This is an optimization exercise on Yosys and OpenROAD, whose aim is small area, not a production implementation.
RTL that was checked went through simulation tests only; none was proved equivalent to the original.
Only the layout flow was run in runs 3 to 6; the RTL was not checked for function there.
Power is estimated from default activity; no workload was simulated. The clock port is modelled as an ideal driver; clocking choices that lean on that would not hold on a real chip.

`design/flow/config.mk`:
```
export PLATFORM = sky130hd
export DESIGN_NAME = dmem_responder
export DESIGN_NICKNAME = dmem_responder
export VERILOG_FILES = /design/flow/design.v
export SDC_FILE = /design/flow/constraint.sdc
export NUM_CORES = 4
export LEC_CHECK = 0
export CAP_MARGIN = 20
export CORE_MARGIN = 2
export CORE_UTILIZATION = 65
export CTS_BUF_LIST = sky130_fd_sc_hd__clkbuf_16
export CTS_CLUSTER_DIAMETER = 100
export CTS_CLUSTER_SIZE = 30
export SLEW_MARGIN = 20
export SYNTH_HIERARCHICAL = 1
```
`design/flow/constraint.sdc`:
```
create_clock -name core_clock -period 6.0 [get_ports {CLK}]
set_input_delay 1.2000 -clock core_clock [delete_from_list [all_inputs] [get_ports {CLK}]]
set_output_delay 1.2000 -clock core_clock [all_outputs]
set_load 0.01 [all_outputs]
```
`design/flow/design.v`:
```
`default_nettype none
package dmem_pkg;
    localparam int DEPTH  = 32;     
    localparam int IDX_W  = 5;      
    localparam int STEP   = 4;      
    localparam int N_TAP  = 8;      
    localparam int RD_OFF = 0;      
    localparam int WR_OFF = 0;      
endpackage
`default_nettype wire
`default_nettype none
module dmem_array (
    input  logic [(dmem_pkg::N_TAP+1)*64-1:0] i_data,
    input  logic [dmem_pkg::N_TAP:0]          i_sel,
    output logic [63:0]                       o_data
);
    localparam int N = dmem_pkg::N_TAP + 1;
    always_comb begin
        o_data = '0;
        for (int k = 0; k < N; k++) begin
            o_data = o_data | (i_data[64*k +: 64] & {64{i_sel[k]}});
        end
    end
endmodule
`default_nettype wire
`default_nettype none
module dmem_responder (
    input  logic        CLK,
    input  logic        reset,
    input  logic        req_valid,
    output logic        req_ready,
    input  logic        req_write,
    input  logic [63:0] req_addr,
    input  logic [63:0] req_wdata,
    output logic        rsp_valid,
    input  logic        rsp_ready,
    output logic [63:0] rsp_rdata,
    output logic        rsp_err
);
    localparam int D    = dmem_pkg::DEPTH;
    localparam int IW   = dmem_pkg::IDX_W;
    localparam int NT   = dmem_pkg::N_TAP;
    localparam int STEP = dmem_pkg::STEP;
    localparam logic [1:0] ST_IDLE = 2'd0;
    localparam logic [1:0] ST_W1   = 2'd1;
    localparam logic [1:0] ST_W2   = 2'd2;
    localparam logic [1:0] ST_RESP = 2'd3;
    logic [1:0]    r_state;
    logic [IW-1:0] r_phase;      
    logic [IW-1:0] r_idx;
    logic          r_err;
    logic          r_ok;         
    logic          r_got;        
    logic          r_pend;       
    logic [63:0]   r_data;
    logic [NT-1:0] r_wr_sel;     
    logic [NT-1:0] r_wr_hold;    
    logic [D*64-1:0] r_slot;     
    logic [D-1:0]  r_slot_wr;    
    logic          w_idle;
    logic          w_accept;
    logic          w_store;
    logic          w_st_load;
    logic [IW-1:0] w_req_idx;
    logic          w_req_err;
    logic          w_req_ok;
    logic [IW-1:0] w_pos_req;    
    logic [IW-1:0] w_pos_cur;    
    logic          w_fwd;
    logic          w_cap_req;
    logic          w_cap_cur;
    logic [NT-1:0] w_rd_sel;
    logic          w_rd_any;
    logic          w_pend_nxt;
    logic [IW-1:0] w_pos_wr;     
    logic [NT-1:0] w_wr_sel_nxt;
    logic [(NT+1)*64-1:0] w_mux_in;
    logic [63:0]   w_rd_data;
    assign w_idle    = (r_state == ST_IDLE);
    assign w_accept  = w_idle & req_valid;
    assign w_req_idx = req_addr[IW+2:3];
    assign w_req_err = (|req_addr[2:0]) | (|req_addr[63:IW+3]);
    assign w_store   = w_accept & req_write & ~w_req_err;
    assign w_st_load = w_accept & req_write;
    assign w_req_ok  = ~req_write & ~w_req_err;
    assign w_pos_req = w_req_idx + r_phase;
    assign w_pos_cur = r_idx + r_phase;
    assign w_fwd     = r_pend & (r_idx == w_req_idx);
    assign w_cap_req = w_accept & ~req_write & ~w_fwd;
    assign w_cap_cur = ~w_idle & r_ok;
    always_comb begin
        for (int k = 0; k < NT; k++) begin
            w_rd_sel[k] = r_slot_wr[STEP * k + dmem_pkg::RD_OFF] &
                ((w_cap_req & (w_pos_req == IW'(STEP * k + dmem_pkg::RD_OFF))) |
                 (w_cap_cur & (w_pos_cur == IW'(STEP * k + dmem_pkg::RD_OFF))));
        end
    end
    assign w_rd_any = |w_rd_sel;
    assign w_pend_nxt = ~reset & (w_store | (r_pend & ~(|r_wr_sel)));
    assign w_pos_wr   = (w_accept ? w_req_idx : r_idx) + r_phase + IW'(2);
    always_comb begin
        for (int j = 0; j < NT; j++) begin
            w_wr_sel_nxt[j] = w_pend_nxt &
                              (w_pos_wr == IW'(STEP * j + dmem_pkg::WR_OFF));
        end
    end
    always_ff @(posedge CLK) begin
        r_wr_sel  <= w_wr_sel_nxt;
        r_wr_hold <= ~w_wr_sel_nxt;
    end
    always_ff @(posedge CLK) begin
        for (int s = 0; s < D; s++) begin
            if ((s % STEP) == dmem_pkg::WR_OFF) begin
                r_slot[64*s +: 64] <=
                    (r_data & {64{r_wr_sel[s / STEP]}}) |
                    (r_slot[64*((s + D - 1) % D) +: 64] & {64{r_wr_hold[s / STEP]}});
                r_slot_wr[s] <= ~reset & (r_wr_sel[s / STEP] |
                                          (r_slot_wr[(s + D - 1) % D] & r_wr_hold[s / STEP]));
            end else begin
                r_slot[64*s +: 64] <= r_slot[64*((s + D - 1) % D) +: 64];
                r_slot_wr[s] <= ~reset & r_slot_wr[(s + D - 1) % D];
            end
        end
    end
    always_comb begin
        for (int k = 0; k < NT; k++) begin
            w_mux_in[64*k +: 64] = r_slot[64*(STEP * k + dmem_pkg::RD_OFF) +: 64];
        end
        w_mux_in[64*NT +: 64] = req_wdata;
    end
    dmem_array u_rdmux (
        .i_data (w_mux_in),
        .i_sel  ({w_st_load, w_rd_sel}),
        .o_data (w_rd_data)
    );
    always_ff @(posedge CLK) begin
        if (w_st_load | w_rd_any) begin
            r_data <= w_rd_data;
        end
    end
    always_ff @(posedge CLK) begin
        if (reset) begin
            r_state <= ST_IDLE;
            r_phase <= '0;
            r_pend  <= 1'b0;
        end else begin
            r_phase <= r_phase + 1'b1;
            r_pend  <= w_pend_nxt;
            case (r_state)
                ST_IDLE: if (req_valid) r_state <= ST_W1;
                ST_W1:   r_state <= ST_W2;
                ST_W2:   r_state <= ST_RESP;
                default: if (rsp_ready) r_state <= ST_IDLE;
            endcase
        end
    end
    always_ff @(posedge CLK) begin
        if (w_accept) begin
            r_idx <= w_req_idx;
            r_err <= w_req_err;
            r_ok  <= w_req_ok;
            r_got <= w_req_ok & (w_rd_any | w_fwd);
        end else if (w_rd_any) begin
            r_got <= 1'b1;
        end
    end
    assign req_ready = w_idle;
    assign rsp_valid = (r_state == ST_RESP);
    assign rsp_rdata = (r_data & {64{r_got}}) | w_rd_data;
    assign rsp_err   = r_err;
endmodule
`default_nettype wire
```
`design/flow/flow/run.sh`:
```
#!/bin/bash
# Own layout flow: the standard ORFS flow (standard.sh), run whole, with two
# changes passed through ORFS's own environment hooks:
#  - port buffers are sky130_fd_sc_hd__buf_1 instead of the default pick
#    (every input and output port still gets its buffer);
#  - clock tree synthesis clusters about 30 flip-flops per leaf buffer within
#    100 um and inserts no dummy loads.
# The full output of the make run is kept in flow_make.log in this folder;
# ORFS's per-step logs stay under orfs/logs/.
set -euo pipefail
export BUFFER_PORTS_ARGS="-buffer_cell sky130_fd_sc_hd__buf_1"
export CTS_ARGS="-sink_clustering_enable -repair_clock_nets -dont_use_dummy_load -buf_list sky130_fd_sc_hd__clkbuf_16 -sink_clustering_size 30 -sink_clustering_max_diameter 100"
bash standard.sh finish > flow_make.log 2>&1
```
`design/flow/standard.sh`:
```
#!/bin/bash
# synth_recipe.tcl (not shown) runs the flow's synth.tcl, then flattens the netlist and writes it again
# the make line also repeats each setting of config.mk as NAME=value (left out here)
make -C /OpenROAD-flow-scripts/flow DESIGN_CONFIG=/design/flow/config.mk WORK_HOME=/design/flow/orfs CLKGATE_MAP_FILE= SYNTH_SCRIPT=/design/flow/synth_recipe.tcl "${@:-finish}"
```
==> impl_metrics.ini, run 1 <==
[critical_path]
path_class = in -> out
crit_required_ns = 4.80
crit_arrival_ns = 4.36
crit_path_end_kind = output port
crit_path_cell_trace = buf_1 -> ha_1 -> inv_1 -> fa_1 -> xnor2_1 -> nor3b_1 -> nand3_1 -> o32ai_4 -> buf_12 -> a22o_1 -> a221oi_1 -> nand3_1 -> a21o_1 -> buf_1
crit_family = simple AND/OR/NAND/NOR gates
critPathMaxStageDelay_ns = 0.48
start_kind = primary input
path_buf_inv = 4
path_max_fanout = 47
slowest_stage = nor3b_1

[grt]
first_global_vias = 28900
overflow = 0
grt_pass1_wl_um = 191000
grt_usage_pct = 29.8
antenna_found_initial = 2
grt_start_max_net_pins = 65

[logic_synthesis]
yosysMostFrequentCell = dfxtp_1
synthArstFlopShare_pct = 0
synth_edf_count = 67
yosys.area.top_type = dfxtp_1
yosys_most_used_dff = dfxtp_1
synth_seq_cells = 2176
synth.cell_area_um2 = 54900
ys_seq_area_share_pct = 80.6
avgSynthCellArea_um2 = 15.4
synth_top_area_share_pct = 76.9
synth_commonest_cells = 2109 x dfxtp_1, 576 x a22o_1, 119 x clkbuf_1, 90 x buf_1, 75 x nand3_1
synth.area.top_cells = dfxtp_1 77%, a22o_1 9.2%, edfxtp_1 3.7%
syn-num-nets = 3719
yosys_warnings = 8
synth_cell_type_count = 53
netlist_instances = 3563

[pwr]
switching_share_pct = 22.0
total_power_mw = 22.5
p_per_area_nw_per_um2 = 384
internal_power_mw = 17.6
combPwrFrac_pct = 5.3
p_leak_nw = 22.9
p_seq_share_pct = 65.9
ir_drop_uv = 293
p_clk_share_pct = 28.7
power.switching_mw = 4.95

[clock_network]
clock-sinks = 2176
htreeDepth = 3
clockBufferDepth = 3
clk_pin_slew_worst_paths_ns = 0.10
cts_resized = 0
post-cts-setup-buffers = 0
hold_buffers = 0
cts_tree = yes
numCtsBuffers = 82
clock_latency_ns = 0.67
cts-root-buf = clkbuf_16

[detailed_routing]
ant_nets = 0
drt-total-wl_um = 129000
drc = 0
via_per_inst = 5.97
drt_iter0_drc = 2552
dr.pass1.iters = 6
wl_per_cell_um = 27.1
dr_total_vias = 28500

[hold_path]
hold_class = reg -> reg

[floorplan]
core_area_um2 = 83700
fp.dieW_um = 295
start_util_pct = 65.6
die-area_um2 = 86800
fp.dieH_um = 295
num_rows = 106
io-pin-count = 200

[placement]
dp.final_hpwl_um = 65600
gp_congestion = 0.850
dp_slack_ns = 0.450
portBuffers = 199

[sta]
tightest_slew_ns = 1.17
fin_crit_sh_pct = 92.6
rsz0062_at_grt = false
max_freq_ghz = 0.180
min_period_ns = 5.56
drv_slew = 0
clock_skew_ns = 0.0456
setup_viol = 0
tns_ns = 0
fin_ws_ns = 0.443
whs_ns = 0.308
hold_violations = 0
maxSlewHeadroom_pct = 21.9

[finish]
post-route-util_pct = 70.1
area_growth_syn_to_layout_pct = 6.91
fin_nets = 3792
drive_gt1_share_pct = 6.22

[flow_run]
drv_cap = 0

[run_status]
status = complete, no violations
[layer usage]
layer | wire [um] | global-route usage, % | vias to the layer above | share of wire (%)
li1 | - | - | 12700 | -
met1 | 58600 | 44.4 | 14600 | 45
met2 | 59600 | 47.1 | 1020 | 46
met3 | 8390 | 3.63 | 178 | 6.5
met4 | 2640 | 6.55 | 0 | 2.0
met5 | 0 | 0 | - | 0
[per-module statistics from Yosys (local to each module, per instance)]
| module | copies in the design | area (um^2) | cells inside |
|---|---|---|---|
| dmem_responder | 1 | 51600 | 3180 |
| dmem_array | 1 | 3280 | 383 |
[sequential cells by signal, indices dropped and copies added (netlist names)]
name and count:
r_data 64, r_err 1, r_got 1, r_idx 5, r_ok 1, r_pend 1, r_phase 5, r_slot 2048
r_slot_wr 32, r_state 2, r_wr_hold 8, r_wr_sel 8
[through the flow]
step,instance area [um^2],cells
final,58700,4769
after global routing,58700,4769
after CTS,58700,4768
after detailed placement,56600,4686
after global placement,56600,4686
after floorplan,54900,3563
[layout make-up]
| class | instances | area (um^2) |
|---|---|---|
| Sequential cell | 2176 | 44300 |
| Fill cell | 5637 | 25000 |
| Multi-Input combinational cell | 1117 | 9600 |
| Clock buffer | 82 | 2050 |
| Tap cell | 1134 | 1420 |
| Timing Repair Buffer | 242 | 1260 |
| Inverter | 17 | 63.8 |
| Antenna cell | 1 | 2.50 |
[power groups by stage]
stage | clock network (mW) | registers [mW] | logic [mW]
3_3_place_gp | 0 | 15.2 | 1.19
3_5_place_dp | 0 | 15.2 | 1.20
2_1_floorplan | 0 | 15.0 | 0.863
6_report | 6.47 | 14.8 | 1.20
5_1_grt | 7.03 | 14.9 | 1.31
4_1_cts | 6.55 | 14.8 | 1.21
[cells in the final DEF (no fill, tap or decap), types with 4 or more instances in the layout]
cell type,netlist,routed
xor2_1,7,7
a21oi_1,17,17
nand3_1,75,75
a21o_1,66,66
a22o_1,576,576
a221oi_2,59,59
nand4_1,7,7
buf_1,90,199
nor4_1,15,15
dfxtp_1,2109,2093
dfxtp_4,0,16
xnor2_1,11,11
and3b_1,4,4
nand2_1,15,15
a221oi_1,5,5
ha_1,20,20
buf_12,0,15
a222oi_1,64,64
a21boi_4,0,4
and2_1,9,9
nor2_1,33,33
edfxtp_1,67,67
a22oi_1,64,64
nor2b_1,23,23
clkbuf_16,0,82
inv_1,17,17
buf_4,3,28
[cells by family (layout without fill, tap and decap cells)]
logic type               Yosys count  after routing  share of synthesized area [%]
AO/OA/AOI/OAI                    866            866                           14.3
flip-flops                      2176           2176                           80.6
AND/OR/NAND/NOR                  203            203                           2.03
XOR/XNOR                          21             21                          0.376
buffers and inverters            270            341                           2.06
multiplexers                       4              4                         0.0889
adder cells (fa/ha/maj)           23             23                          0.565
other                              0              1                              0
[worst reg2reg max path, stage by stage (launching register included)]
cell and delay [ns]:
dfxtp_1 0.44, ha_1 0.21, inv_1 0.06, fa_1 0.39, nand2b_1 0.18, a21oi_1 0.30, xor2_2 0.16, or3b_1 0.45
a21boi_4 0.25, buf_12 0.34, nor4_4 0.10, nand3b_1 0.16, buf_12 0.48
[path summary, 6_finish.rpt]
| path | start | cells past startpoint | end | slack, ns |
|---|---|---|---|---|
| worst max register to register | r_phase[0] | 12 | r_data[48] | 2.04 |
| worst min-delay path | r_slot[1859] | 0 | r_slot[1923] | 0.31 |
| worst max-delay path | req_addr[3] | 14 | rsp_rdata[0] | 0.44 |
| worst min register to register | r_slot[1859] | 0 | r_slot[1923] | 0.31 |
==> inputs of run 2 (changes only) <==
==> design/flow/run.sh (new file) <==
#!/bin/bash
# synth_recipe.tcl (not shown) runs the flow's synth.tcl, then flattens the netlist and writes it again
# the make line also repeats each setting of config.mk as NAME=value (left out here)
make -C /OpenROAD-flow-scripts/flow DESIGN_CONFIG=/design/flow/config.mk WORK_HOME=/design/flow/orfs CLKGATE_MAP_FILE= SYNTH_SCRIPT=/design/flow/synth_recipe.tcl finish
removed: design/flow/flow/run.sh
removed: design/flow/standard.sh
==> run 2 against run 1 <==
Synthesized area is the same. Core utilization grew 2.9 points. Combinational power up 22%. Total power increased by 2.5%. Final area rose by 4.2%. First-iteration DRC count grew 5.6%.
==> impl_metrics.ini, run 2 <==
[run_status]
status = complete, no violations

[logic_synthesis]
avgSynthCellArea_um2 = 15.4
yosys.area.top_type = dfxtp_1
synth.area.top_cells = dfxtp_1 77%, a22o_1 9.2%, edfxtp_1 3.7%
yosys_warnings = 8
yosysMostFrequentCell = dfxtp_1
synth_commonest_cells = 2109 x dfxtp_1, 576 x a22o_1, 119 x clkbuf_1, 90 x buf_1, 75 x nand3_1
synth_top_area_share_pct = 76.9
yosys_most_used_dff = dfxtp_1
syn-num-nets = 3719
synth_cell_type_count = 53
synth.cell_area_um2 = 54900
synth_seq_cells = 2176
ys_seq_area_share_pct = 80.6
synthArstFlopShare_pct = 0
synth_edf_count = 67
netlist_instances = 3563

[hold_path]
hold_class = reg -> reg
min_path_cells = 0
min-delay-start = r_slot[1868]
hold-path-endpoint = r_slot[1932]

[clock_network]
clock-sinks = 2176
cts_tree = yes
clock_latency_ns = 0.68
clockBufferDepth = 3
hold_buffers = 0
numCtsBuffers = 82
cts-root-buf = clkbuf_16
htreeDepth = 3
clk_pin_slew_worst_paths_ns = 0.11

[pwr]
p_clk_share_pct = 29.3
p_seq_share_pct = 64.4
internal_power_mw = 17.9
p_per_area_nw_per_um2 = 377
combPwrFrac_pct = 6.3
p_leak_nw = 24.3
power.switching_mw = 5.14
ir_drop_uv = 297
switching_share_pct = 22.3

[detailed_routing]
dr_total_vias = 28900
drc = 0
wl_per_cell_um = 26.5
drt_iter0_drc = 2696
via_per_inst = 5.89
ant_nets = 0
dr.pass1.iters = 6
drt-total-wl_um = 130000

[grt]
grt_pass1_wl_um = 194000
antenna_found_initial = 2
grt_usage_pct = 30.1
grt_start_max_net_pins = 51
overflow = 0
first_global_vias = 29500

[floorplan]
io-pin-count = 200
fp.dieH_um = 295
die-area_um2 = 86800
start_util_pct = 65.6
num_rows = 106
fp.dieW_um = 295
core_area_um2 = 83700

[critical_path]
slowest_stage = clkdlybuf4s50_1
reg2reg_slack_ns = 0.20
critPathMaxStageDelay_ns = 0.58
worstRegToRegCells = 32
path_buf_inv = 4
crit_path_end_kind = output port
path_max_fanout = 33
path_class = in -> out
crit_arrival_ns = 4.66
crit_family = buffers and inverters
crit_required_ns = 4.80
timing.rr.end = r_data[24]
start_kind = primary input
crit_path_cell_trace = clkdlybuf4s50_1 -> ha_1 -> a21oi_1 -> xor2_1 -> nand3_1 -> o32ai_4 -> buf_12 -> buf_4 -> a22oi_1 -> nand3_1 -> a21o_1 -> clkdlybuf4s50_1
r2r-start = r_phase[0]

[placement]
gp_congestion = 0.836
portBuffers = 199
dp.final_hpwl_um = 70800
dp_slack_ns = -0.171
post-place-cells = 4735
dpl_cell_area_um2 = 58500

[finish]
most-common-layout-cells = 2093 x dfxtp_1, 576 x a22o_1, 188 x clkdlybuf4s50_1, 84 x clkbuf_16, 81 x buf_4
drive_gt1_share_pct = 8.41
largest_reg_flops = 2048
final_design_area_no_fill_um2 = 61100
area_growth_syn_to_layout_pct = 11.4
instances_no_fill = 4903
final_common_cell = dfxtp_1
regMostFlops = r_slot
fin_nets = 3870
n_antenna_cell = 0
reg.largest.list = r_slot (2048), r_data (64), r_slot_wr (32)

[flow_run]
drv_cap = 0

[sta]
tightest_slew_ns = 1.10
clock_skew_ns = 0.0189
maxSlewHeadroom_pct = 27.0
whs_ns = 0.323
fin_ws_ns = 0.144
fin_crit_sh_pct = 97.6
tns_ns = 0
min_period_ns = 5.86
drv_slew = 0
setup_viol = 0
hold_violations = 0
max_freq_ghz = 0.171
[run 2: cell counts after synthesis]
No cell type changed its count.
[run 2: area by class of cell]
type / count / area, um^2
Sequential cell: 2176 / 44300
Fill cell: 5346 / 22500
Multi-Input combinational cell: 1117 / 9620
Timing Repair Buffer: 320 / 3390
Clock buffer: 84 / 2100
Tap cell: 1134 / 1420
Clock inverter: 55 / 263
Inverter: 17 / 63.8
[run 2: power groups by stage]
stage	Clock [mW]	Combinational, mW	Sequential [mW]
final	6.76	1.46	14.9
after detailed placement	0	1.44	15.2
after global placement	0	1.41	15.2
after floorplan	0	0.863	15.0
after global routing	7.35	1.56	14.9
after CTS	6.82	1.46	14.8
[run 2: layer usage]
metal  wire [um]  GRT usage [%]  vias up
met3        7790           3.79      219
met5          13              0        -
met1       61200           45.6    14700
li1            -              -    12900
met4        3210           7.74        2
met2       57900           46.1      984
[run 2: cell families after synthesis]
group                      share of synthesized area, %
DFF                                                80.6
AOI/OAI and AO/OA                                  14.3
buffers and inverters                              2.06
and+or+nand+nor                                    2.03
adders and majority gates                         0.565
xor gates and xnor gates                          0.376
muxes                                            0.0889
[run 2: per-module statistics from Yosys (local to each module, per instance)]
module / flip-flops and latches / cell area, um^2 / times used / cells inside
dmem_array: 0 / 3280 / 1 / 383
dmem_responder: 2176 / 51600 / 1 / 3180
[run 2: worst max-delay path by stage]
stage	start	endpoint	slack [ns]	cells past startpoint
floorplan	req_addr[3]	r_data[0]	0.78	10
global placement	req_addr[3]	rsp_rdata[1]	-0.07	15
detailed placement	req_addr[3]	rsp_rdata[63]	-0.17	15
CTS	req_addr[3]	rsp_rdata[60]	-0.008	16
global route	req_addr[5]	rsp_rdata[1]	-0.01	13
finish	req_addr[5]	rsp_rdata[25]	0.14	12
[run 2: metrics by stage]
| step | util [%] | power (mW) |
|---|---|---|
| finish | 73.1 | 23.1 |
| global route | 73.1 | 23.8 |
| CTS | 73.0 | 23.1 |
| detailed placement | 69.9 | 16.6 |
| global placement | 69.9 | 16.6 |
| floorplan | - | 15.9 |
[run 2: what timing repair did]
item	4_1_cts	5_1_grt
setup buffers	25	4
cloned	0	0
setup endpoints to repair	62	58
pin swaps	8	4
gates resized for setup	15	2
==> inputs of run 3 (changes only) <==
--- a/design/flow/design.v
+++ b/design/flow/design.v
@@ -16,9 +16,30 @@
 );
-    localparam int N = dmem_pkg::N_TAP + 1;
-    always_comb begin
-        o_data = '0;
-        for (int k = 0; k < N; k++) begin
-            o_data = o_data | (i_data[64*k +: 64] & {64{i_sel[k]}});
+    localparam int N = dmem_pkg::N_TAP + 1;    
+    for (genvar b = 0; b < 64; b++) begin : g_bit
+        logic [2:0] w_grp_n;
+        for (genvar g = 0; g < 3; g++) begin : g_grp
+            dmem_aoi3 u_aoi (
+                .i_a   ({i_data[64*(3*g+2) + b], i_data[64*(3*g+1) + b], i_data[64*(3*g) + b]}),
+                .i_s   (i_sel[3*g +: 3]),
+                .o_y_n (w_grp_n[g])
+            );
         end
+        dmem_nand3 u_nand (
+            .i_a (w_grp_n),
+            .o_y (o_data[b])
+        );
     end
+endmodule
+module dmem_aoi3 (
+    input  logic [2:0] i_a,
+    input  logic [2:0] i_s,
+    output logic       o_y_n
+);
+    assign o_y_n = ~(|(i_a & i_s));
+endmodule
+module dmem_nand3 (
+    input  logic [2:0] i_a,
+    output logic       o_y
+);
+    assign o_y = ~(&i_a);
 endmodule
==> design/flow/flow/run.sh (new file) <==
#!/bin/bash
# Own layout flow: the standard ORFS flow (standard.sh), run whole, with two
# changes passed through ORFS's own environment hooks:
#  - port buffers are sky130_fd_sc_hd__buf_1 instead of the default pick
#    (every input and output port still gets its buffer);
#  - clock tree synthesis clusters about 20 flip-flops per leaf buffer within
#    60 um, with clkbuf_8 buffers, and inserts no dummy loads.
# The full output of the make run is kept in flow_make.log in this folder;
# ORFS's per-step logs stay under orfs/logs/.
set -euo pipefail
export BUFFER_PORTS_ARGS="-buffer_cell sky130_fd_sc_hd__buf_1"
export CTS_ARGS="-sink_clustering_enable -repair_clock_nets -dont_use_dummy_load -buf_list sky130_fd_sc_hd__clkbuf_8 -sink_clustering_size 20 -sink_clustering_max_diameter 60"
bash standard.sh finish > flow_make.log 2>&1
==> design/flow/standard.sh (new file) <==
#!/bin/bash
# synth_recipe.tcl (not shown) runs the flow's synth.tcl, then flattens the netlist and writes it again
# the make line also repeats each setting of config.mk as NAME=value (left out here)
make -C /OpenROAD-flow-scripts/flow DESIGN_CONFIG=/design/flow/config.mk WORK_HOME=/design/flow/orfs CLKGATE_MAP_FILE= SYNTH_SCRIPT=/design/flow/synth_recipe.tcl "${@:-finish}"
removed: design/flow/run.sh
==> run 3 against run 2 <==
Sequential power about the same. Cell count down 4.4%. Via count down 1.8%. Register-to-register slack better by 1.5 ns. Routed wire length down 3.1%. First-iteration DRC count up 8.6%. Clock power down 15%. Sequential share of layout area up 4.5 points. Core utilization down 2.9 points. Largest power group unchanged. Global-route usage down 0.70 points. Final area down 5.8%.
==> impl_metrics.ini, run 3 <==
[clock_network]
htreeDepth = 3
cts-root-buf = clkbuf_8
cts_tree = yes
clock_latency_ns = 0.79
hold_buffers = 0
numCtsBuffers = 121
cts_resized = 0
clock-sinks = 2176
clk_pin_slew_worst_paths_ns = 0.11
clockBufferDepth = 3

[finish]
fin_nets = 3774
seq_area_um2 = 44300
post-route-util_pct = 70.2
regMostFlops = r_slot
largest_reg_flops = 2048
most-common-layout-cells = 2093 x dfxtp_1, 512 x a22o_1, 199 x buf_1, 192 x a222oi_1, 121 x clkbuf_8
area_growth_syn_to_layout_pct = 6.97
reg.largest.list = r_slot (2048), r_data (64), r_slot_wr (32)
drive_gt1_share_pct = 5.89
nFillCells = 5536
multi_input_area_um2 = 8910
final_common_cell = dfxtp_1

[sta]
min_period_ns = 5.68
fin_crit_sh_pct = 94.7
hold_violations = 0
clock_skew_ns = 0.0853
tightest_slew_ns = 1.15
rsz0062_at_grt = false
max_freq_ghz = 0.176
tns_ns = 0
setup_viol = 0
fin_ws_ns = 0.316
maxSlewHeadroom_pct = 23.2
drv_slew = 0

[grt]
overflow = 0
first_global_vias = 29400
grt_start_max_net_pins = 57
antenna_found_initial = 3
grt_pass1_wl_um = 188000
grt_usage_pct = 29.4

[logic_synthesis]
synth_mux_area_share_pct = 0.0906
synthXorXnorAreaFrac_pct = 0.383
syn-num-nets = 3592
netlist_instances = 3436
yosysMostFrequentCell = dfxtp_1
synth.area.top_cells = dfxtp_1 78%, a22o_1 8.3%, edfxtp_1 3.7%
synth_edf_count = 67
yosys_warnings = 7
synth-adder-area-share_pct = 0.576
yosys.area_share.simple_pct = 2.07
synth_seq_cells = 2176
synthArstFlopShare_pct = 0
synth_compound_area_share_pct = 13.3
synth.cell_area_um2 = 53900
avgSynthCellArea_um2 = 15.7
ys_seq_area_share_pct = 82.1
synth_commonest_cells = 2109 x dfxtp_1, 512 x a22o_1, 192 x a222oi_1, 98 x clkbuf_1, 89 x buf_1
synth_top_family_by_area = compound AO/OA/AOI/OAI gates
synth_cell_type_count = 48
yosys.area.top_type = dfxtp_1
synth_top_area_share_pct = 78.4
yosys_most_used_dff = dfxtp_1

[pwr]
ir_drop_uv = 285
p_leak_nw = 22.4
total_power_mw = 21.8
p_per_area_nw_per_um2 = 379

[detailed_routing]
ant_nets = 0
via_per_inst = 6.05
drt_iter0_drc = 2927
drc = 0
dr_total_vias = 28400
dr.pass1.iters = 9
drt-total-wl_um = 126000
wl_per_cell_um = 26.9

[floorplan]
fp.dieH_um = 292
num_rows = 105
fp.dieW_um = 292
die-area_um2 = 85200
io-pin-count = 200
core_area_um2 = 82100
start_util_pct = 65.6

[critical_path]
path_class = reg -> out
crit_arrival_ns = 4.48
start_kind = flop
path_max_fanout = 10
crit_path_end_kind = output port
crit_required_ns = 4.80

[hold_path]
hold_class = reg -> reg

[placement]
dp_slack_ns = 0.433
portBuffers = 199
gp_congestion = 0.837
dp.final_hpwl_um = 64800

[run_status]
status = complete, no violations

[flow_run]
drv_cap = 0
==> run 3: cell count changes in the layout (fill, tap and decap cells not counted), sizes merged, moves of 9 or more <==
cell,delta
clkdlybuf4s50,-188
a222oi,+128
buf,+128
a221oi,-64
a22o,-64
a22oi,-64
inv,-54
clkbuf,+37
dlygate4sd2,-9
==> run 3: critical path, cell delays in order (launching register included) <==
cell	delay, ns
dfxtp_1	0.47
ha_1	0.22
inv_1	0.06
fa_1	0.39
nand2b_1	0.16
a21oi_1	0.28
xor2_2	0.17
or3b_1	0.45
a21boi_4	0.62
buf_4	0.34
a222oi_1	0.10
nand3_1	0.14
a21o_1	0.17
buf_1	0.17
==> run 3: cells by family (layout without fill, tap and decap cells) <==
| kind of cell | after synthesis | in the layout |
|---|---|---|
| simple gates | 203 | 203 |
| other cells | 0 | 2 |
| compound gates | 802 | 802 |
| xor+xnor | 21 | 21 |
| flops | 2176 | 2176 |
| buf+inv | 207 | 387 |
| mux | 4 | 4 |
| fa+ha+maj | 23 | 23 |
==> run 3: final cells by class <==
class	instances	share of cell area, %
Timing Repair Buffer	249	2.31
Antenna cell	2	0.00869
Sequential cell	2176	76.9
Inverter	17	0.111
Clock buffer	121	2.89
Multi-Input combinational cell	1053	15.5
Tap cell	1070	2.32
==> run 3: per-stage QoR <==
step                instances  hold slack, ns  cell area, um^2
detailed placement       4561           0.312            55900
CTS                      4682           0.299            57500
global placement         4560           0.310            55900
finish                   4688           0.304            57600
global route             4687           0.309            57600
floorplan                3436           0.310            53900
==> run 3: final timing paths <==
kind | from | to | slack, ns | cells past startpoint
min | r_slot[386] | r_slot[450] | 0.30 | 0
max | r_phase[0] | rsp_rdata[6] | 0.32 | 13
min reg2reg | r_slot[386] | r_slot[450] | 0.30 | 0
max reg2reg | r_phase[0] | r_data[32] | 1.68 | 12
==> run 3: repair_timing <==
action | in CTS | in global routing
endpoints found under the hold margin | 0 | 0
setup endpoints to repair | 0 | 2
setup buffers | 0 | 4
==> run 3: power breakdown <==
group / leakage, nW / internal, mW / switching (mW) / total (mW)
logic: 3.92 / 0.425 / 0.769 / 1.19
registers: 17.6 / 14.7 / 0.204 / 14.9
clock network: 0.870 / 1.81 / 3.94 / 5.75
==> run 3: layer usage <==
layer | track usage (%) | part of all wire (%) | routed length (um)
met1 | 42.0 | 45 | 56400
met2 | 47.0 | 47 | 58600
met3 | 4.32 | 6.0 | 7520
met4 | 8.49 | 2.8 | 3480
met5 | 0 | 0.022 | 28
==> run 3: Yosys stat by module (local to each module, per instance), excerpt <==
module          flops+latches  cell area [um^2]  copies in the design
dmem_nand3                  0              5.00                    64
dmem_aoi3                   0              10.0                   192
dmem_responder           2176             51600                     1
==> inputs of run 4 (changes only) <==
--- a/design/flow/design.v
+++ b/design/flow/design.v
@@ -44,2 +44,13 @@
     assign o_y = ~(&i_a);
+endmodule
+`default_nettype wire
+`default_nettype none
+module dmem_tap (
+    input  logic i_d,
+    input  logic i_s,
+    input  logic i_p,
+    input  logic i_h,
+    output logic o_y
+);
+    assign o_y = (i_d & i_s) | (i_p & i_h);
 endmodule
@@ -76,4 +87,4 @@
     logic [63:0]   r_data;
-    logic [NT-1:0] r_wr_sel;     
-    logic [NT-1:0] r_wr_hold;    
+    logic [NT-1:0] w_wr_sel;     
+    logic [NT-1:0] w_wr_hold;    
     logic [D*64-1:0] r_slot;     
@@ -96,3 +107,2 @@
     logic [IW-1:0] w_pos_wr;     
-    logic [NT-1:0] w_wr_sel_nxt;
     logic [(NT+1)*64-1:0] w_mux_in;
@@ -119,13 +129,21 @@
     assign w_rd_any = |w_rd_sel;
-    assign w_pend_nxt = ~reset & (w_store | (r_pend & ~(|r_wr_sel)));
-    assign w_pos_wr   = (w_accept ? w_req_idx : r_idx) + r_phase + IW'(2);
+    assign w_pos_wr = w_pos_cur + 1'b1;
     always_comb begin
         for (int j = 0; j < NT; j++) begin
-            w_wr_sel_nxt[j] = w_pend_nxt &
-                              (w_pos_wr == IW'(STEP * j + dmem_pkg::WR_OFF));
-        end
-    end
-    always_ff @(posedge CLK) begin
-        r_wr_sel  <= w_wr_sel_nxt;
-        r_wr_hold <= ~w_wr_sel_nxt;
+            w_wr_sel[j] = r_pend & (w_pos_wr == IW'(STEP * j + dmem_pkg::WR_OFF));
+        end
+    end
+    assign w_wr_hold  = ~w_wr_sel;
+    assign w_pend_nxt = ~reset & (w_store | (r_pend & ~(|w_wr_sel)));
+    logic [NT*64-1:0] w_slot_in;
+    for (genvar j = 0; j < NT; j++) begin : g_wtap
+        for (genvar b = 0; b < 64; b++) begin : g_bit
+            dmem_tap u_tap (
+                .i_d (r_data[b]),
+                .i_s (w_wr_sel[j]),
+                .i_p (r_slot[64*((STEP * j + dmem_pkg::WR_OFF + D - 1) % D) + b]),
+                .i_h (w_wr_hold[j]),
+                .o_y (w_slot_in[64*j + b])
+            );
+        end
     end
@@ -134,7 +152,5 @@
             if ((s % STEP) == dmem_pkg::WR_OFF) begin
-                r_slot[64*s +: 64] <=
-                    (r_data & {64{r_wr_sel[s / STEP]}}) |
-                    (r_slot[64*((s + D - 1) % D) +: 64] & {64{r_wr_hold[s / STEP]}});
-                r_slot_wr[s] <= ~reset & (r_wr_sel[s / STEP] |
-                                          (r_slot_wr[(s + D - 1) % D] & r_wr_hold[s / STEP]));
+                r_slot[64*s +: 64] <= w_slot_in[64*(s / STEP) +: 64];
+                r_slot_wr[s] <= ~reset & (w_wr_sel[s / STEP] |
+                                          (r_slot_wr[(s + D - 1) % D] & w_wr_hold[s / STEP]));
             end else begin
==> run 4 against run 3 <==
First-iteration DRC count down 8.6%. Register-to-register slack got worse by 0.43 ns. Sequential power hardly changed. Hold slack worse by 0.0094 ns. Final area shrank 1.1%. Total power fell by 2.2%. Routed wire length is 0.87% lower. Count of clock-buffer cells in the layout did not move. Combinational power down 27%. Via count is 1.5% lower. Non-clock buffer count increased by 2. Synthesized cell count is 6.4% lower.
==> impl_metrics.ini, run 4 <==
[floorplan]
num_rows = 104
die-area_um2 = 83200
io-pin-count = 200
start_util_pct = 65.5
fp.dieH_um = 288
core_area_um2 = 80300
fp.dieW_um = 288

[critical_path]
crit_path_cell_trace = buf_1 -> ha_1 -> inv_1 -> fa_1 -> nand2b_1 -> a21oi_1 -> xor2_1 -> nor3_1 -> o21a_4 -> buf_12 -> a222oi_1 -> nand3_1 -> a21o_1 -> buf_1
path_common_cell = buf_1
crit_arrival_ns = 4.41
crit_required_ns = 4.80
timing.rr.end = r_slot[1081]
critPathMaxStageDelay_ns = 0.47
path_buf_inv = 4
reg2reg_slack_ns = 1.25
path_class = in -> out
crit_cells = 14
crit_start = req_addr[3]
slowest_stage = a222oi_1
crit_family = compound AO/OA/AOI/OAI gates
worstRegToRegCells = 11
r2r-start = r_phase[0]
path_max_fanout = 45
start_kind = primary input
crit_path_end_kind = output port

[clock_network]
clock_latency_ns = 0.79
cts_tree = yes
clock-sinks = 2160
cts-root-buf = clkbuf_8
clk_pin_slew_worst_paths_ns = 0.11
hold_buffers = 0
post-cts-setup-buffers = 0
numCtsBuffers = 121
htreeDepth = 3
clockBufferDepth = 3

[detailed_routing]
drt-total-wl_um = 125000
wl_per_cell_um = 26.9
dr.pass1.iters = 9
drc = 0
ant_nets = 0
via_per_inst = 6.02
dr_total_vias = 27900
drt_iter0_drc = 2675

[finish]
area_growth_syn_to_layout_pct = 8.36
instances_no_fill = 4642
regMostFlops = r_slot
reg.largest.list = r_slot (2048), r_data (64), r_slot_wr (32)
largest_reg_flops = 2048
fin_nets = 3727
most-common-layout-cells = 2088 x dfxtp_1, 512 x a22o_1, 199 x buf_1, 192 x a222oi_1, 121 x clkbuf_8
final_design_area_no_fill_um2 = 57000
drive_gt1_share_pct = 5.73
final_common_cell = dfxtp_1

[placement]
portBuffers = 199
gp_congestion = 0.796
dpl_cell_area_um2 = 55300
post-place-cells = 4516
dp.final_hpwl_um = 64600

[grt]
grt_pass1_wl_um = 184000
overflow = 0
grt_start_max_net_pins = 53
antenna_found_initial = 6
first_global_vias = 28700
grt_usage_pct = 29.8

[logic_synthesis]
synth_commonest_cells = 2088 x dfxtp_1, 512 x a22o_1, 192 x a222oi_1, 72 x edfxtp_1, 68 x nand3_1
yosys.area.top_type = dfxtp_1
syn-num-nets = 3365
yosys_warnings = 7
synth_cell_type_count = 38
synth.cell_area_um2 = 52600
synth_seq_cells = 2160
yosys_most_used_dff = dfxtp_1
synthArstFlopShare_pct = 0
ys_seq_area_share_pct = 83.6
avgSynthCellArea_um2 = 16.3
synth.area.top_cells = dfxtp_1 80%, a22o_1 8.5%, edfxtp_1 4.1%
synth_edf_count = 72
synth_top_area_share_pct = 79.5
yosysMostFrequentCell = dfxtp_1
netlist_instances = 3217

[sta]
min_period_ns = 5.61
tightest_slew_ns = 1.05
setup_viol = 0
tns_ns = 0
fin_crit_sh_pct = 93.6
rsz0062_at_grt = false
maxSlewHeadroom_pct = 30.0
hold_violations = 0
max_freq_ghz = 0.178
drv_slew = 0
clock_skew_ns = 0.0912

[hold_path]
min_path_cells = 0
hold_class = reg -> reg
min-delay-start = r_slot[1665]
hold-path-endpoint = r_slot[1729]

[pwr]
p_leak_nw = 22.2
p_per_area_nw_per_um2 = 374
total_power_mw = 21.3
ir_drop_uv = 273

[flow_run]
drv_cap = 0

[run_status]
status = complete, no violations
[run 4: cell types whose count changed in the layout (fill, tap and decap cells not counted), sizes merged, moves of 6 or more]
cell and change:
dfxtp -21, nor3 +17, nor2 +16, and2 -11, a21oi -10, clkinv +8, o21a +8, ha -7
inv -7, nand3 -7, a21boi -6, nand2 -6
[run 4: power breakdown]
part / leakage, nW / switching (mW) / internal, mW
Sequential: 17.5 / 0.186 / 14.5
Combinational: 3.82 / 0.595 / 0.278
Clock: 0.870 / 3.94 / 1.81
Total: 22.2 / 4.72 / 16.6
[run 4: cells by family after synthesis]
logic type                 share of synthesized area, %
DFF                                                83.6
AOI/OAI and AO/OA                                  13.4
and+or+nand+nor                                    1.94
buffers and inverters                             0.228
xor gates and xnor gates                          0.347
adders and majority gates                         0.386
muxes                                            0.0762
[run 4: modules after synthesis (local to each module, per instance), excerpt]
module,area (um^2),cells inside
dmem_responder,45800,2449
dmem_aoi3,10.0,1
dmem_tap,8.76,1
dmem_nand3,5.00,1
[run 4: timing repair]
action | in CTS | in global routing
endpoints found under the setup margin | 0 | 7
hold endpoints to repair | 0 | 0
gates resized for setup | 0 | 1
[run 4: how the worst max path moves through the flow]
stage                    end
2_1_floorplan      r_data[0]
3_3_place_gp   rsp_rdata[23]
3_5_place_dp   rsp_rdata[49]
4_1_cts        rsp_rdata[16]
5_1_grt        rsp_rdata[23]
6_report       rsp_rdata[23]
[run 4: per-layer routing]
layer	routed length, um	global-route usage [%]	vias to the layer above
met2	57100	46.3	1119
met1	55800	43.5	14100
met5	23	0	-
met3	8910	4.76	207
met4	3110	8.91	4
li1	-	-	12500
[run 4: worst reg2reg max path, stage by stage, from the launching register on]
cell and delay (ns):
dfxtp_1 0.44, ha_1 0.21, inv_1 0.06, fa_1 0.43
nand2b_1 0.17, a21oi_1 0.24, xnor2_1 0.30, nand2_1 0.24
nor2_4 0.59, clkinv_2 1.01, buf_4 0.69, a22o_1 0.27
[run 4: per-stage QoR]
stage | hold slack, ns | utilization, % | setup WS [ns]
floorplan | 0.310 | - | 0.00261
global placement | 0.310 | 68.9 | 0.321
detailed placement | 0.312 | 68.9 | 0.274
CTS | 0.286 | 70.9 | 0.222
global route | 0.300 | 71.0 | 0.174
finish | 0.295 | 71.0 | 0.385
[run 4: layout make-up]
class | count | area (um^2)
Sequential cell | 2160 | 44000
Fill cell | 5350 | 23300
Multi-Input combinational cell | 1027 | 8600
Inverter | 18 | 77.6
Tap cell | 1060 | 1330
Clock buffer | 121 | 1670
Antenna cell | 5 | 12.5
Timing Repair Buffer | 251 | 1330
==> inputs of run 5 (changes only) <==
--- a/design/flow/design.v
+++ b/design/flow/design.v
@@ -81,3 +81,3 @@
     logic [IW-1:0] r_phase;      
-    logic [IW-1:0] r_idx;
+    logic [IW-1:0] r_pos;        
     logic          r_err;
@@ -99,3 +99,2 @@
     logic [IW-1:0] w_pos_req;    
-    logic [IW-1:0] w_pos_cur;    
     logic          w_fwd;
@@ -117,4 +116,3 @@
     assign w_pos_req = w_req_idx + r_phase;
-    assign w_pos_cur = r_idx + r_phase;
-    assign w_fwd     = r_pend & (r_idx == w_req_idx);
+    assign w_fwd     = r_pend & (r_pos == w_pos_req);
     assign w_cap_req = w_accept & ~req_write & ~w_fwd;
@@ -125,3 +123,3 @@
                 ((w_cap_req & (w_pos_req == IW'(STEP * k + dmem_pkg::RD_OFF))) |
-                 (w_cap_cur & (w_pos_cur == IW'(STEP * k + dmem_pkg::RD_OFF))));
+                 (w_cap_cur & (r_pos == IW'(STEP * k + dmem_pkg::RD_OFF))));
         end
@@ -129,3 +127,3 @@
     assign w_rd_any = |w_rd_sel;
-    assign w_pos_wr = w_pos_cur + 1'b1;
+    assign w_pos_wr = r_pos + 1'b1;
     always_comb begin
@@ -194,4 +192,6 @@
     always_ff @(posedge CLK) begin
+        r_pos <= (w_accept ? w_pos_req : r_pos) + 1'b1;
+    end
+    always_ff @(posedge CLK) begin
         if (w_accept) begin
-            r_idx <= w_req_idx;
             r_err <= w_req_err;
==> run 5 against run 4 <==
Non-clock buffer count is 7 higher. Core utilization increased by 0.12 points. Routed wire length down 0.83%. Fmax decreased by 4.5%. Via count up 1.6%. Sequential power barely moved. Synthesized area about the same. Flip-flop and latch count did not move. Sequential share of layout area is 0.22 points lower. Hold slack worse by 0.0054 ns. Critical endpoint is now rsp_rdata[61]. Count of clock-buffer cells in the layout stayed put.
==> impl_metrics.ini, run 5 <==
[run_status]
status = complete, no violations

[logic_synthesis]
synth_edf_count = 67
synthArstFlopShare_pct = 0
synth_top_area_share_pct = 79.6
yosys_warnings = 7
synth.area.top_cells = dfxtp_1 80%, a22o_1 8.5%, edfxtp_1 3.8%
yosys_most_used_dff = dfxtp_1
synth_cell_type_count = 45
synth.cell_area_um2 = 52600
avgSynthCellArea_um2 = 16.3
syn-num-nets = 3372
yosysMostFrequentCell = dfxtp_1
synth_seq_cells = 2160
netlist_instances = 3228
ys_seq_area_share_pct = 83.5
synth_commonest_cells = 2093 x dfxtp_1, 512 x a22o_1, 192 x a222oi_1, 70 x nand3_1
yosys.area.top_type = dfxtp_1

[finish]
nFillCells = 5287
largest_reg_flops = 2048
most-common-layout-cells = 2093 x dfxtp_1, 512 x a22o_1, 198 x buf_1, 192 x a222oi_1, 121 x clkbuf_8
drive_gt1_share_pct = 5.96
multi_input_area_um2 = 8690
fin_nets = 3737
reg.largest.list = r_slot (2048), r_data (64), r_slot_wr (32)
regMostFlops = r_slot
final_common_cell = dfxtp_1
area_growth_syn_to_layout_pct = 8.47
seq_area_um2 = 43900

[critical_path]
start_kind = primary input
path_max_fanout = 16
cp-endpoint = rsp_rdata[61]
crit_path_end_kind = output port
reg2reg_slack_ns = 2.19
worstRegToRegCells = 6
crit_start = req_addr[3]
timing.rr.end = r_slot[1074]
path_class = in -> out
crit_required_ns = 4.80
crit_arrival_ns = 4.68
r2r-start = r_pos[1]

[placement]
gp_congestion = 0.816
dp.final_hpwl_um = 64300
dp_slack_ns = 0.0225
portBuffers = 199

[floorplan]
num_rows = 104
start_util_pct = 65.5
die-area_um2 = 83200
io-pin-count = 200
fp.dieH_um = 289
core_area_um2 = 80300
fp.dieW_um = 289

[sta]
rsz0062_at_grt = false
drv_slew = 0
maxSlewHeadroom_pct = 19.7
tns_ns = 0
setup_viol = 0
max_freq_ghz = 0.170
clock_skew_ns = 0.0677
fin_ws_ns = 0.118
hold_violations = 0
tightest_slew_ns = 1.20
min_period_ns = 5.88
fin_crit_sh_pct = 98.0

[detailed_routing]
ant_nets = 0
wl_per_cell_um = 26.6
drc = 0
dr_total_vias = 28400
dr.pass1.iters = 10
drt-total-wl_um = 124000
drt_iter0_drc = 2995
via_per_inst = 6.09

[clock_network]
cts-root-buf = clkbuf_8
cts_tree = yes
clockBufferDepth = 3
clk_pin_slew_worst_paths_ns = 0.11
numCtsBuffers = 121
hold_buffers = 0
htreeDepth = 3
cts_resized = 0
clock_latency_ns = 0.78
clock-sinks = 2160

[pwr]
p_per_area_nw_per_um2 = 376
p_leak_nw = 22.3
ir_drop_uv = 295

[hold_path]
hold_class = reg -> reg

[grt]
grt_usage_pct = 29.5
antenna_found_initial = 5
first_global_vias = 28700
grt_start_max_net_pins = 65
overflow = 0
grt_pass1_wl_um = 183000

[flow_run]
drv_cap = 0
==> run 5: changes by cell type after synthesis, sizes merged, moves of 5 or more <==
cell	delta
nand2	+18
nor3	-15
nor2	-9
o21a	-8
xor2	-8
and2	+6
clkbuf	+6
dfxtp	+5
edfxtp	-5
nor2b	+5
==> run 5: report_power, final <==
part | internal, mW | switching (mW)
registers | 14.5 | 0.221
logic | 0.345 | 0.652
clock network | 1.81 | 3.91
total | 16.7 | 4.78
==> run 5: worst max-delay path, cell delays in order <==
cell	delay [ns]
buf_1	0.07
ha_1	0.21
fa_1	0.50
or4_1	0.61
nor2_1	0.15
a22oi_1	0.12
nor2b_4	0.64
buf_4	0.43
a222oi_1	0.18
nand3_1	0.15
a21o_1	0.18
buf_1	0.18
==> run 5: area by class of cell <==
type                       instances  area share [%]
multi-input combinational       1038            15.2
inverter                          14           0.107
clock buffer                     121            2.92
tap                             1060            2.32
timing repair buffer             258            2.46
sequential                      2160            76.9
antenna                            4          0.0175
==> run 5: through the flow <==
step           instance area, um^2  power (mW)  util [%]  std cells  hold WS [ns]
5_1_grt                      57100        22.2      71.1       4655         0.302
6_report                     57100        21.5      71.1       4655         0.290
3_5_place_dp                 55300        16.1      68.9       4525         0.312
4_1_cts                      57000        21.6      71.0       4646         0.289
2_1_floorplan                52600        15.6         -       3228         0.310
3_3_place_gp                 55300        16.0      68.9       4525         0.310
==> run 5: what timing repair did <==
item | CTS | global route
buffers inserted | 0 | 5
endpoints found under the hold margin | 0 | 0
endpoints found under the setup margin | 0 | 18
==> run 5: how the worst min path moves through the flow <==
stage / from / slack (ns) / cells after the start / end
finish: r_slot[1442] / 0.29 / 0 / r_slot[1506]
detailed placement: r_slot[1112] / 0.31 / 0 / r_slot[1176]
floorplan: r_slot[936] / 0.31 / 0 / r_slot[1000]
CTS: r_slot[1442] / 0.29 / 0 / r_slot[1506]
global placement: r_slot[933] / 0.31 / 0 / r_slot[997]
global route: r_slot[1442] / 0.30 / 0 / r_slot[1506]
==> run 5: modules after synthesis, one instance, submodules excluded, a selection <==
module	flip-flops and latches	area [um^2]	cells
dmem_aoi3	0	10.0	1
dmem_nand3	0	5.00	1
dmem_responder	2160	45900	2460
dmem_tap	0	8.76	1
==> run 5: routing by layer <==
| metal | vias to the layer above | GRT usage (%) | wire length (um) |
|---|---|---|---|
| met5 | - | 0 | 0 |
| met4 | 0 | 8.02 | 3010 |
| met3 | 220 | 4.42 | 9090 |
| met2 | 1181 | 45.5 | 55800 |
| met1 | 14400 | 43.9 | 56100 |
| li1 | 12600 | - | - |
==> run 5: kinds of logic (layout without fill, tap and decap cells) <==
kind of cell,Yosys count,after routing,share of synthesized area [%]
compound gates,794,794,13.5
xor+xnor,17,17,0.361
fa+ha+maj,11,11,0.276
buf+inv,30,393,0.243
flops,2160,2160,83.5
mux,7,7,0.185
other cells,0,4,0
simple gates,209,209,2.00
==> inputs of run 6 (changes only) <==
--- a/design/flow/design.v
+++ b/design/flow/design.v
@@ -6,4 +6,4 @@
     localparam int N_TAP  = 8;      
-    localparam int RD_OFF = 0;      
-    localparam int WR_OFF = 0;      
+    localparam int TAP_OFF = 0;     
+    localparam int CLR_W  = 2;      
 endpackage
@@ -90,3 +90,4 @@
     logic [D*64-1:0] r_slot;     
-    logic [D-1:0]  r_slot_wr;    
+    logic [dmem_pkg::CLR_W-1:0] r_clr;   
+    logic          w_clr;        
     logic          w_idle;
@@ -121,5 +122,5 @@
         for (int k = 0; k < NT; k++) begin
-            w_rd_sel[k] = r_slot_wr[STEP * k + dmem_pkg::RD_OFF] &
-                ((w_cap_req & (w_pos_req == IW'(STEP * k + dmem_pkg::RD_OFF))) |
-                 (w_cap_cur & (r_pos == IW'(STEP * k + dmem_pkg::RD_OFF))));
+            w_rd_sel[k] =
+                ((w_cap_req & (w_pos_req == IW'(STEP * k + dmem_pkg::TAP_OFF))) |
+                 (w_cap_cur & (r_pos == IW'(STEP * k + dmem_pkg::TAP_OFF))));
         end
@@ -130,6 +131,7 @@
         for (int j = 0; j < NT; j++) begin
-            w_wr_sel[j] = r_pend & (w_pos_wr == IW'(STEP * j + dmem_pkg::WR_OFF));
-        end
-    end
-    assign w_wr_hold  = ~w_wr_sel;
+            w_wr_sel[j] = ~reset & r_pend & (w_pos_wr == IW'(STEP * j + dmem_pkg::TAP_OFF));
+        end
+    end
+    assign w_clr      = reset | (|r_clr);
+    assign w_wr_hold  = ~w_wr_sel & {NT{~w_clr}};
     assign w_pend_nxt = ~reset & (w_store | (r_pend & ~(|w_wr_sel)));
@@ -141,3 +143,3 @@
                 .i_s (w_wr_sel[j]),
-                .i_p (r_slot[64*((STEP * j + dmem_pkg::WR_OFF + D - 1) % D) + b]),
+                .i_p (r_slot[64*((STEP * j + dmem_pkg::TAP_OFF + D - 1) % D) + b]),
                 .i_h (w_wr_hold[j]),
@@ -149,9 +151,6 @@
         for (int s = 0; s < D; s++) begin
-            if ((s % STEP) == dmem_pkg::WR_OFF) begin
+            if ((s % STEP) == dmem_pkg::TAP_OFF) begin
                 r_slot[64*s +: 64] <= w_slot_in[64*(s / STEP) +: 64];
-                r_slot_wr[s] <= ~reset & (w_wr_sel[s / STEP] |
-                                          (r_slot_wr[(s + D - 1) % D] & w_wr_hold[s / STEP]));
             end else begin
                 r_slot[64*s +: 64] <= r_slot[64*((s + D - 1) % D) +: 64];
-                r_slot_wr[s] <= ~reset & r_slot_wr[(s + D - 1) % D];
             end
@@ -161,3 +160,3 @@
         for (int k = 0; k < NT; k++) begin
-            w_mux_in[64*k +: 64] = r_slot[64*(STEP * k + dmem_pkg::RD_OFF) +: 64];
+            w_mux_in[64*k +: 64] = r_slot[64*(STEP * k + dmem_pkg::TAP_OFF) +: 64];
         end
@@ -180,4 +179,8 @@
             r_pend  <= 1'b0;
+            r_clr   <= '1;
         end else begin
             r_phase <= r_phase + 1'b1;
+            if (|r_clr) begin
+                r_clr <= r_clr - 1'b1;
+            end
             r_pend  <= w_pend_nxt;
==> run 6 against run 5 <==
Core utilization rose by 0.21 points. Synthesized area down 1.8%. Critical endpoint is now rsp_rdata[62]. Largest cell class unchanged. Sequential power is essentially flat.
==> impl_metrics.ini, run 6 <==
[logic_synthesis]
yosysMostFrequentCell = dfxtp_1
synth.area.top_cells = dfxtp_1 80%, a22o_1 8.7%, edfxtp_1 3.9%
netlist_instances = 3132
syn-num-nets = 3277
synth-adder-area-share_pct = 0.305
synthArstFlopShare_pct = 0
synth_top_area_share_pct = 79.9
synth_mux_area_share_pct = 0.0605
ys_seq_area_share_pct = 83.8
synth_commonest_cells = 2063 x dfxtp_1, 512 x a22o_1, 192 x a222oi_1, 68 x nand3_1, 67 x edfxtp_1
synth_seq_cells = 2130
yosys.area.top_type = dfxtp_1
synthXorXnorAreaFrac_pct = 0.409
synth_cell_type_count = 48
yosys_most_used_dff = dfxtp_1
yosys.area_share.simple_pct = 1.50
avgSynthCellArea_um2 = 16.5
yosys_warnings = 7
synth_compound_area_share_pct = 13.7
synth_top_family_by_area = compound AO/OA/AOI/OAI gates
synth_edf_count = 67
synth.cell_area_um2 = 51700

[clock_network]
cts-root-buf = clkbuf_8
htreeDepth = 3
cts_resized = 0
clockBufferDepth = 3
cts_tree = yes
numCtsBuffers = 119
clock-sinks = 2130
clk_pin_slew_worst_paths_ns = 0.09
clock_latency_ns = 0.79

[detailed_routing]
via_per_inst = 6.10
wl_met3_um = 8690
ant_nets = 0
wl_per_cell_um = 26.9
dr_total_vias = 27700
drc = 0
drt-total-wl_um = 122000
dr.pass1.iters = 9
routed.top_layer = met4
m1WireLength_um = 54700
wl_met2_um = 55800
drt_iter0_drc = 3176

[placement]
portBuffers = 199
dp_slack_ns = 0.154
dpl_cell_area_um2 = 54500
gp_congestion = 0.801
dp.final_hpwl_um = 62900

[finish]
final_common_cell = dfxtp_1
reg.largest.list = r_slot (2048), r_data (64)
fin_nets = 3634
drive_gt1_share_pct = 6.08
regMostFlops = r_slot
area_growth_syn_to_layout_pct = 8.79
final_design_area_no_fill_um2 = 56200
largest_reg_flops = 2048
most-common-layout-cells = 2063 x dfxtp_1, 512 x a22o_1, 199 x buf_1, 192 x a222oi_1, 119 x clkbuf_8

[critical_path]
crit_path_cell_trace = buf_1 -> ha_1 -> fa_1 -> xnor2_2 -> xor2_1 -> nand4_1 -> o31ai_4 -> buf_12 -> o22ai_4 -> buf_12 -> a222oi_1 -> nand3_1 -> a21o_1 -> buf_1
crit_path_end_kind = output port
crit_arrival_ns = 4.58
start_kind = primary input
path_class = in -> out
r2r-start = r_phase[0]
slowest_stage = a222oi_1
path_max_fanout = 32
crit_required_ns = 4.80
critPathMaxStageDelay_ns = 0.52
crit_start = req_addr[3]
reg2reg_slack_ns = 2.47

[floorplan]
fp.dieH_um = 286
core_area_um2 = 78900
fp.dieW_um = 286
io-pin-count = 200
start_util_pct = 65.5
num_rows = 103
die-area_um2 = 81800

[sta]
fin_ws_ns = 0.217
fin_crit_sh_pct = 96.4
rsz0062_at_grt = false
setup_viol = 0
whs_ns = 0.266
max_freq_ghz = 0.173
min_period_ns = 5.78
maxSlewHeadroom_pct = 25.4
clock_skew_ns = 0.101
drv_slew = 0
tightest_slew_ns = 1.12
hold_violations = 0
tns_ns = 0

[hold_path]
hold_class = reg -> reg
min-delay-start = r_slot[1645]

[grt]
grt_start_max_net_pins = 53
overflow = 0
grt_pass1_wl_um = 181000
grt_usage_pct = 29.6
first_global_vias = 28400
antenna_found_initial = 2

[pwr]
ir_drop_uv = 288
total_power_mw = 21.7
p_leak_nw = 21.8
p_per_area_nw_per_um2 = 386

[run_status]
status = complete, no violations

[flow_run]
drv_cap = 0
run 6: cell count changes in the layout (fill, tap and decap cells not counted), sizes merged, moves of 3 or more:
cell,before,now
dfxtp,2093,2063
clkinv,7,0
a32oi,3,0
o31ai,0,4
or2,1,4
nand2,29,15
nor2b,30,1
and2,6,1
buf,258,250
nor3,5,2
nor2,40,30
run 6: report_power, final:
part	switching, mW	internal, mW	total [mW]
logic	0.948	0.397	1.34
clock network	3.85	1.78	5.64
registers	0.333	14.4	14.7
total	5.14	16.6	21.7
run 6: cell type report:
class	instances	area [um^2]
sequential	2130	43300
fill	5268	22600
multi-input combinational	980	8540
clock buffer	119	1640
timing repair buffer	250	1390
tap	1050	1310
inverter	8	30.0
antenna	3	7.51
run 6: worst paths after layout:
check | endpoint | cells after the start
max | rsp_rdata[62] | 14
min | r_slot[1709] | 0
max reg2reg | r_data[62] | 11
min reg2reg | r_slot[1709] | 0
run 6: metrics by stage:
stage	cells	utilization [%]
after floorplan	3132	-
after global placement	4416	69.2
after detailed placement	4416	69.2
after CTS	4535	71.2
after global routing	4538	71.3
final	4540	71.3
run 6: kinds of logic after synthesis:
group,count (synthesis)
mux,3
fa+ha+maj,12
buf+inv,22
xor+xnor,19
simple gates,153
compound gates,793
flops,2130
run 6: per-module statistics from Yosys (local to each module, per instance), excerpt:
module          cell area, um^2  copies in the design
dmem_tap                   8.76                   512
dmem_nand3                 5.00                    64
dmem_aoi3                  10.0                   192
dmem_responder            45000                     1
run 6: critical path: cells and delay by family:
kind | cells | cell delay [ns]
AOI/OAI and AO/OA | 4 | 1.17
xor gates and xnor gates | 2 | 0.44
adders and majority gates | 2 | 0.65
buffers and inverters | 4 | 0.59
and+or+nand+nor | 2 | 0.47
run 6: per-layer routing:
metal / vias up / track usage (%)
met4: 0 / 8.27
met5: - / 0
met1: 14100 / 43.3
li1: 12200 / -
met3: 202 / 4.59
met2: 1168 / 46.2
run 6: repair_timing:
action	4_1_cts	5_1_grt
endpoints found under the setup margin	0	9
buffers inserted	0	2
hold buffers	0	0
==> inputs of run 7 (changes only) <==
--- a/design/flow/design.v
+++ b/design/flow/design.v
@@ -80,3 +80,3 @@
     logic [1:0]    r_state;
-    logic [IW-1:0] r_phase;      
+    logic [IW-1:0] r_nphase;     
     logic [IW-1:0] r_pos;        
@@ -100,3 +100,4 @@
     logic [IW-1:0] w_pos_req;    
-    logic          w_fwd;
+    logic          w_lo_hit;     
+    logic [2:0]    w_hi_tap;     
     logic          w_cap_req;
@@ -116,5 +117,6 @@
     assign w_req_ok  = ~req_write & ~w_req_err;
-    assign w_pos_req = w_req_idx + r_phase;
-    assign w_fwd     = r_pend & (r_pos == w_pos_req);
-    assign w_cap_req = w_accept & ~req_write & ~w_fwd;
+    assign w_pos_req = w_req_idx - r_nphase;
+    assign w_lo_hit  = (w_req_idx[1:0] == 2'(dmem_pkg::TAP_OFF + r_nphase[1:0]));
+    assign w_hi_tap  = w_req_idx[4:2] - r_nphase[4:2] - 3'(((dmem_pkg::TAP_OFF % STEP) + r_nphase[1:0]) >> 2);
+    assign w_cap_req = w_accept & ~req_write;
     assign w_cap_cur = ~w_idle & r_ok;
@@ -123,3 +125,3 @@
             w_rd_sel[k] =
-                ((w_cap_req & (w_pos_req == IW'(STEP * k + dmem_pkg::TAP_OFF))) |
+                ((w_cap_req & w_lo_hit & (w_hi_tap == 3'(k))) |
                  (w_cap_cur & (r_pos == IW'(STEP * k + dmem_pkg::TAP_OFF))));
@@ -177,3 +179,3 @@
             r_state <= ST_IDLE;
-            r_phase <= '0;
+            r_nphase <= '0;
             r_pend  <= 1'b0;
@@ -181,3 +183,3 @@
         end else begin
-            r_phase <= r_phase + 1'b1;
+            r_nphase <= r_nphase - 1'b1;
             if (|r_clr) begin
@@ -201,3 +203,3 @@
             r_ok  <= w_req_ok;
-            r_got <= w_req_ok & (w_rd_any | w_fwd);
+            r_got <= w_req_ok & w_rd_any;
         end else if (w_rd_any) begin
--- a/design/flow/config.mk
+++ b/design/flow/config.mk
@@ -9,3 +9,3 @@
 export CORE_MARGIN = 2
-export CORE_UTILIZATION = 65
+export CORE_UTILIZATION = 88
 export CTS_BUF_LIST = sky130_fd_sc_hd__clkbuf_16
==> run 7 against run 6 <==
The flow now stops in detailed placement (3_5_place_dp). Synthesized cell count grew 0.22%. Synthesized area hardly changed.
==> impl_metrics.ini, run 7 <==
[floorplan]
start_util_pct = 89.3
fp.dieW_um = 246
io-pin-count = 200
fp.dieH_um = 246
num_rows = 88

[logic_synthesis]
synth_edf_count = 67
synth_commonest_cells = 2063 x dfxtp_1, 512 x a22o_1, 192 x a222oi_1, 70 x nand3_1, 67 x edfxtp_1
synth_seq_cells = 2130
avgSynthCellArea_um2 = 16.5
yosys_most_used_dff = dfxtp_1
synth_top_area_share_pct = 80.0
synth_cell_type_count = 43
yosys_warnings = 7
synthArstFlopShare_pct = 0
synth.area.top_cells = dfxtp_1 80%, a22o_1 8.7%, edfxtp_1 3.9%
yosys.area.top_type = dfxtp_1
synth.cell_area_um2 = 51600
yosysMostFrequentCell = dfxtp_1
syn-num-nets = 3286
netlist_instances = 3139
ys_seq_area_share_pct = 83.9

[placement]
gp_congestion = 0.837
dp.final_hpwl_um = 82600
portBuffers = 199

[run_status]
status = stopped before the end
error = [ERROR DPL-0033] detailed placement checks failed during check placement.
stop_stage = detailed placement (3_5_place_dp)
run 7: cell count changes after synthesis, sizes merged, moves of 3 or more:
cell,previous run,this run
nand2b,3,7
nor2b,1,6
xnor2,11,5
o22ai,6,2
nor3,2,6
a31oi,0,3
o21ai,2,5
o31ai,4,0
nor2,30,19
inv,8,17
run 7: kinds of logic after synthesis:
logic type | count (synthesis) | synth area share [%]
multiplexers | 4 | 0.0775
flip-flops | 2130 | 83.9
buffers and inverters | 31 | 0.233
XOR/XNOR | 11 | 0.187
AO/OA/AOI/OAI | 796 | 13.7
AND/OR/NAND/NOR | 153 | 1.57
adder cells (fa/ha/maj) | 14 | 0.368
run 7: worst min path at each step:
| stage | start | to | slack [ns] | cells after the start |
|---|---|---|---|---|
| 2_1_floorplan | r_slot[936] | r_slot[1000] | 0.31 | 0 |
| 3_3_place_gp | r_slot[1725] | r_slot[1789] | 0.31 | 0 |
run 7: power groups by stage:
stage / clock (mW) / sequential, mW / combinational, mW
after floorplan: 0 / 15.0 / 0.741
after global placement: 0 / 15.1 / 1.31
run 7: modules after synthesis, one instance, submodules excluded, excerpt:
| module | times used | flip-flops and latches |
|---|---|---|
| dmem_tap | 512 | 0 |
| dmem_aoi3 | 192 | 0 |
| dmem_responder | 1 | 2130 |
| dmem_nand3 | 64 | 0 |

[static timing again, ports no longer ideal]
Ports are ideal in the flow. The routed layouts listed here were re-timed in OpenROAD. Step 1 assumes that a clkbuf_16 drives the clock port and a buf_2 every other input. Step 2 moves the port delays by t, midway between the first and last clock arrival at a register: inputs arrive t later, outputs are due t later. That takes back most of the time a late clock gives input paths. Slacks: no drivers / after step 1 / after step 2; pairs: no drivers / after step 1.
| run | t, ns | slack for setup (ns) | worst setup path at the end | slew at the worst register clock pin (ns) | worst data-port slew with drivers (ns) |
|---|---|---|---|---|---|
| run 1 | 0.712 | 0.443 / 0.407 / 0.407 | input to output | 0.11 / 0.11 | 0.09 |
| run 2 | 0.732 | 0.144 / 0.111 / -0.509 | input to register | 0.11 / 0.11 | 0.12 |
| run 3 | 0.810 | 0.316 / 0.253 / 0.378 | input to output | 0.12 / 0.12 | 0.10 |
| run 4 | 0.808 | 0.385 / 0.353 / 0.360 | input to output | 0.12 / 0.12 | 0.11 |
| run 5 | 0.816 | 0.118 / 0.091 / 0.091 | input to output | 0.12 / 0.12 | 0.12 |
| run 6 | 0.803 | 0.217 / 0.189 / 0.189 | input to output | 0.12 / 0.12 | 0.09 |
With both steps, setup timing fails in run 2, where it was met with ideal ports. The setup slack of run 2, which loses most, moves by -0.033 ns with the drivers and by -0.653 ns with both steps.
